This is an optimization exercise on Yosys and OpenROAD, whose aim is a short achievable clock period and few clock cycles, not a production implementation. At most, simulation tests tie the RTL to the original design; equivalence was not proved. No driver is modelled on the clock port, so clocking that relies on it looks cheaper here than on a real chip. No activity file was given, so power comes from the tool's default toggle rates.

job 102:
## mipsCore
module mipsCore
(
    input  logic        clk,
    input  logic        rst,
    output logic [31:0] pcF,
    input  logic [31:0] instr,
    output logic        memWrite,
    output logic [31:0] dataAddr,
    output logic [31:0] writeData,
    input  logic [31:0] readData
);
    logic        weM;            
    logic        memToRegM;
    logic        memWriteM;
    logic [4:0]  destM;
    logic [31:0] aluOutM;
    logic [31:0] wdataM;
    logic [31:0] resultM;
    logic        vE;
    logic        weE;
    logic        memToRegE;
    logic        memWriteE;
    logic        beqE;
    logic [4:0]  destE;
    logic [31:0] aE;             
    logic [31:0] opBE;           
    logic [31:0] rtE;            
    logic        fwdAE;          
    logic        fwdBE;          
    logic [3:0]  fwdAQ;          
    logic [3:0]  fwdBQ;
    logic [3:0]  invBQ;
    logic        fwdRtE;         
    logic        swLoadE;        
    logic        cinE;           
    logic        opAddE;
    logic        opAndE;
    logic        opOrE;
    logic        opSltE;
    logic        predTE;
    logic [31:0] altE;           
    logic        vD;
    logic [31:0] instrD;
    logic [31:0] pc4D;
    logic [31:0] brTargetF;
    logic        depAD;          
    logic        depBD;
    logic        loadDepD;       
    logic [31:0] regs [0:31];
    logic [31:1] rvalid;
    assign memWrite  = memWriteM;
    assign dataAddr  = aluOutM;
    assign writeData = wdataM;
    assign resultM   = memToRegM ? readData : aluOutM;
    always_ff @(posedge clk) begin
        for (int i = 1; i < 32; i++) begin
            if (weM && destM == 5'(i)) regs[i] <= resultM;
        end
    end
    always_ff @(posedge clk or posedge rst) begin
        if (rst) begin
            rvalid <= '0;
        end else begin
            for (int i = 1; i < 32; i++) begin
                if (weM && destM == 5'(i)) rvalid[i] <= 1'b1;
            end
        end
    end
    logic [31:0] srcA;
    logic [31:0] srcB;
  ...
For scale: roughly 160 I/O pins.
==> flow/config.mk <==
export PLATFORM = sky130hd
export DESIGN_NAME = mipsCore
export DESIGN_NICKNAME = mipsCore
export VERILOG_FILES = /design/flow/design.v
export SDC_FILE = /design/flow/constraint.sdc
export NUM_CORES = 8
export LEC_CHECK = 0
export ABC_CLOCK_PERIOD_IN_PS = 2500
export CAP_MARGIN = 60
export CORE_MARGIN = 2
export CORE_UTILIZATION = 50
export SETUP_SLACK_MARGIN = 5
export SLEW_MARGIN = 60
export SYNTH_HIERARCHICAL = 1
export SYNTH_MINIMUM_KEEP_SIZE = 0
==> flow/constraint.sdc <==
create_clock -name core_clock -period 10.0 [get_ports {clk}]
set_input_delay 2.0000 -clock core_clock [delete_from_list [all_inputs] [get_ports {clk}]]
set_output_delay 2.0000 -clock core_clock [all_outputs]
set_load 0.01 [all_outputs]
standard.sh (not shown) runs the stock make flow with config.mk's settings and CLKGATE_MAP_FILE= SYNTH_SCRIPT=/design/flow/synth_recipe.tcl, a recipe that flattens the netlist after the stock synthesis.
==> flow/flow/run.sh <==
#!/bin/bash
set -euo pipefail
F=$PWD/flow
K=(MATCH_CELL_FOOTPRINT=0 "BUFFER_PORTS_ARGS=-buffer_cell sky130_fd_sc_hd__buf_4" FASTROUTE_TCL=$F/fastroute.tcl)
bash standard.sh SETUP_SLACK_MARGIN=5 POST_CTS_TCL=$F/ramp_cts.tcl "${K[@]}" cts > standard_cts.log 2>&1
bash standard.sh SETUP_SLACK_MARGIN=6.5 "${K[@]}" finish > standard_finish.log 2>&1
==> flow/flow/fastroute.tcl <==
set_global_routing_layer_adjustment met1 0.6
set_global_routing_layer_adjustment met2 0.3
set_global_routing_layer_adjustment met3-$::env(MAX_ROUTING_LAYER) 0.2

set_routing_layers -clock $::env(MIN_CLK_ROUTING_LAYER)-$::env(MAX_ROUTING_LAYER)
set_routing_layers -signal $::env(MIN_ROUTING_LAYER)-$::env(MAX_ROUTING_LAYER)
==> flow/flow/ramp_cts.tcl <==
# Timing repair in steps: each step repairs every endpoint below its margin,
# so a path that cannot be improved further stops only the last steps.
set_propagated_clock [all_clocks]
estimate_parasitics -placement
foreach m {5.8 6.0 6.2 6.3 6.4 6.5 6.6 6.7 6.8} {
  repair_timing -setup -setup_margin $m -repair_tns 100 -max_passes 50
  puts "ramp_cts margin $m: worst slack [worst_slack -max]"
}
detailed_placement
check_placement -verbose
estimate_parasitics -placement
puts "ramp_cts done: worst slack [worst_slack -max]"
Job 102 finished all stages; the layout is clean.
Setup changes, job 102 to job 104
-- flow/design.v --
<<< job 102, line 174
    input  logic [13:0] pcHiInc,     
    input  logic [13:0] pcHiDec,
    output logic [31:0] pcNext,
    output logic [31:0] brTarget     
);
    logic        selJ;
>>> job 104, line 174
    input  logic [13:0] pcHiInc,     
    input  logic [13:0] pcHiDec,
    output logic [31:0] pcNext
);
    logic        selJ;
<<< job 102, line 190
                  : selJ     ? {pc4[31:28], jIndex, 2'b00}
                  : pc4;
    logic        selD;
    assign selD = redirectD && !redirect;
    muxBank #(.W(32)) dMux (
        .sel (selD),
        .a   (altD),
        .b   (other2),
>>> job 104, line 189
                  : selJ     ? {pc4[31:28], jIndex, 2'b00}
                  : pc4;
    muxBank #(.W(32)) dMux (
        .sel (redirectD),
        .a   (altD),
        .b   (other2),
<<< job 102, line 213
    );
    assign pcNext[1:0] = other[1:0];
    assign brTarget    = {brHi, brLo, 2'b00};
endmodule
`default_nettype wire
>>> job 104, line 210
    );
    assign pcNext[1:0] = other[1:0];
endmodule
`default_nettype wire
<<< job 102, line 386
    logic [31:0] instrD;
    logic [31:0] pc4D;
    logic [31:0] brTargetF;
    logic        depAD;          
    logic        depBD;
>>> job 104, line 382
    logic [31:0] instrD;
    logic [31:0] pc4D;
    logic        depAD;          
    logic        depBD;
<<< job 102, line 489
    logic        stallD;         
    logic        predTD;         
    logic [31:0] brTargetD;      
    assign opD = instrD[31:26];
    assign fnD = instrD[5:0];
>>> job 104, line 484
    logic        stallD;         
    logic        predTD;         
    logic [31:0] brTargetD;
    assign opD = instrD[31:26];
    assign fnD = instrD[5:0];
<<< job 102, line 526
                    && ((depAD && rtD == 5'd0) || (depBD && rsD == 5'd0));
    sumZero zeroChk (.a(aE), .b(opBE), .cin(cinE), .zero(sumZeroD));
    assign redirectD = vD && zeroChkD && !stallD && (sumZeroD != predTD);
    assign predTD = isBeqD && (instrD[15] || rsD == rtD);
    always_ff @(posedge clk or posedge rst) begin
        if (rst) begin
>>> job 104, line 521
                    && ((depAD && rtD == 5'd0) || (depBD && rsD == 5'd0));
    sumZero zeroChk (.a(aE), .b(opBE), .cin(cinE), .zero(sumZeroD));
    assign redirectD = vD && zeroChkD && !stallD && !redirectE && (sumZeroD != predTD);
    assign predTD = isBeqD && (instrD[15] || rsD == rtD);
    addKS #(.W(30)) brAdd (
        .a    (pc4D[31:2]),
        .b    ({{14{instrD[15]}}, instrD[15:0]}),
        .cin  (1'b0),
        .s    (brTargetD[31:2]),
        .cout ()
    );
    assign brTargetD[1:0] = 2'b00;
    always_ff @(posedge clk or posedge rst) begin
        if (rst) begin
<<< job 102, line 625
        .pcHiInc  (pcHiIncF),
        .pcHiDec  (pcHiDecF),
        .pcNext   (pcNext),
        .brTarget (brTargetF)
    );
    always_ff @(posedge clk or posedge rst) begin
>>> job 104, line 628
        .pcHiInc  (pcHiIncF),
        .pcHiDec  (pcHiDecF),
        .pcNext   (pcNext)
    );
    always_ff @(posedge clk or posedge rst) begin
<<< job 102, line 654
            instrD   <= instr;
            pc4D     <= pc4F;
            brTargetD <= brTargetF;
            depAD    <= depAF;
            depBD    <= depBF;
>>> job 104, line 656
            instrD   <= instr;
            pc4D     <= pc4F;
            depAD    <= depAF;
            depBD    <= depBF;
Results
Job 104 went all the way through the flow, and no timing, DRC or antenna check failed.
Compare job 102 and job 104 | final instance count without filler cells lower: job 102
Job 104 vs job 102 — starting density of the core dropped 0.17 points.
Job 104 vs job 102: multi-input gate count up by a few percent
Higher via count of the first global-routing pass among job 102 and job 104: job 104
Relative to job 102, job 104 improves power of the clock network.
Testbench counts of job 104, summed over its fixed seeds: cycles 29,634.
For job 102, only the layout was checked, not whether the RTL still works.

## afterwards: timing with drivers on the ports
How much do the figures lean on ideal ports? The routed layouts below were timed once more, with nothing changed but the port constraints.
Step 1, drivers: a clkbuf_16 drives clk and a buf_2 each remaining input, both assumed.
Step 2 moves the port delays by t, midway between the first and last clock arrival at a register: inputs arrive t later, outputs are due t later. That takes back most of the time a late clock gives input paths.
Slacks: no drivers / after step 1 / after step 2; pairs: no drivers / after step 1.
run | t (ns) | setup WS [ns] | hold slack, ns | worst setup path at the end
job 102 | 0.875 | 6.563 / 6.533 / 5.722 | 0.328 / 0.328 / 0.328 | input to register
job 104 | 0.857 | 6.559 / 6.499 / 5.741 | 0.328 / 0.328 / 0.328 | input to register
After both steps setup and hold are still met in every run listed. The setup slack of job 102, which loses most, moves by -0.030 ns with the drivers and by -0.841 ns with both steps.
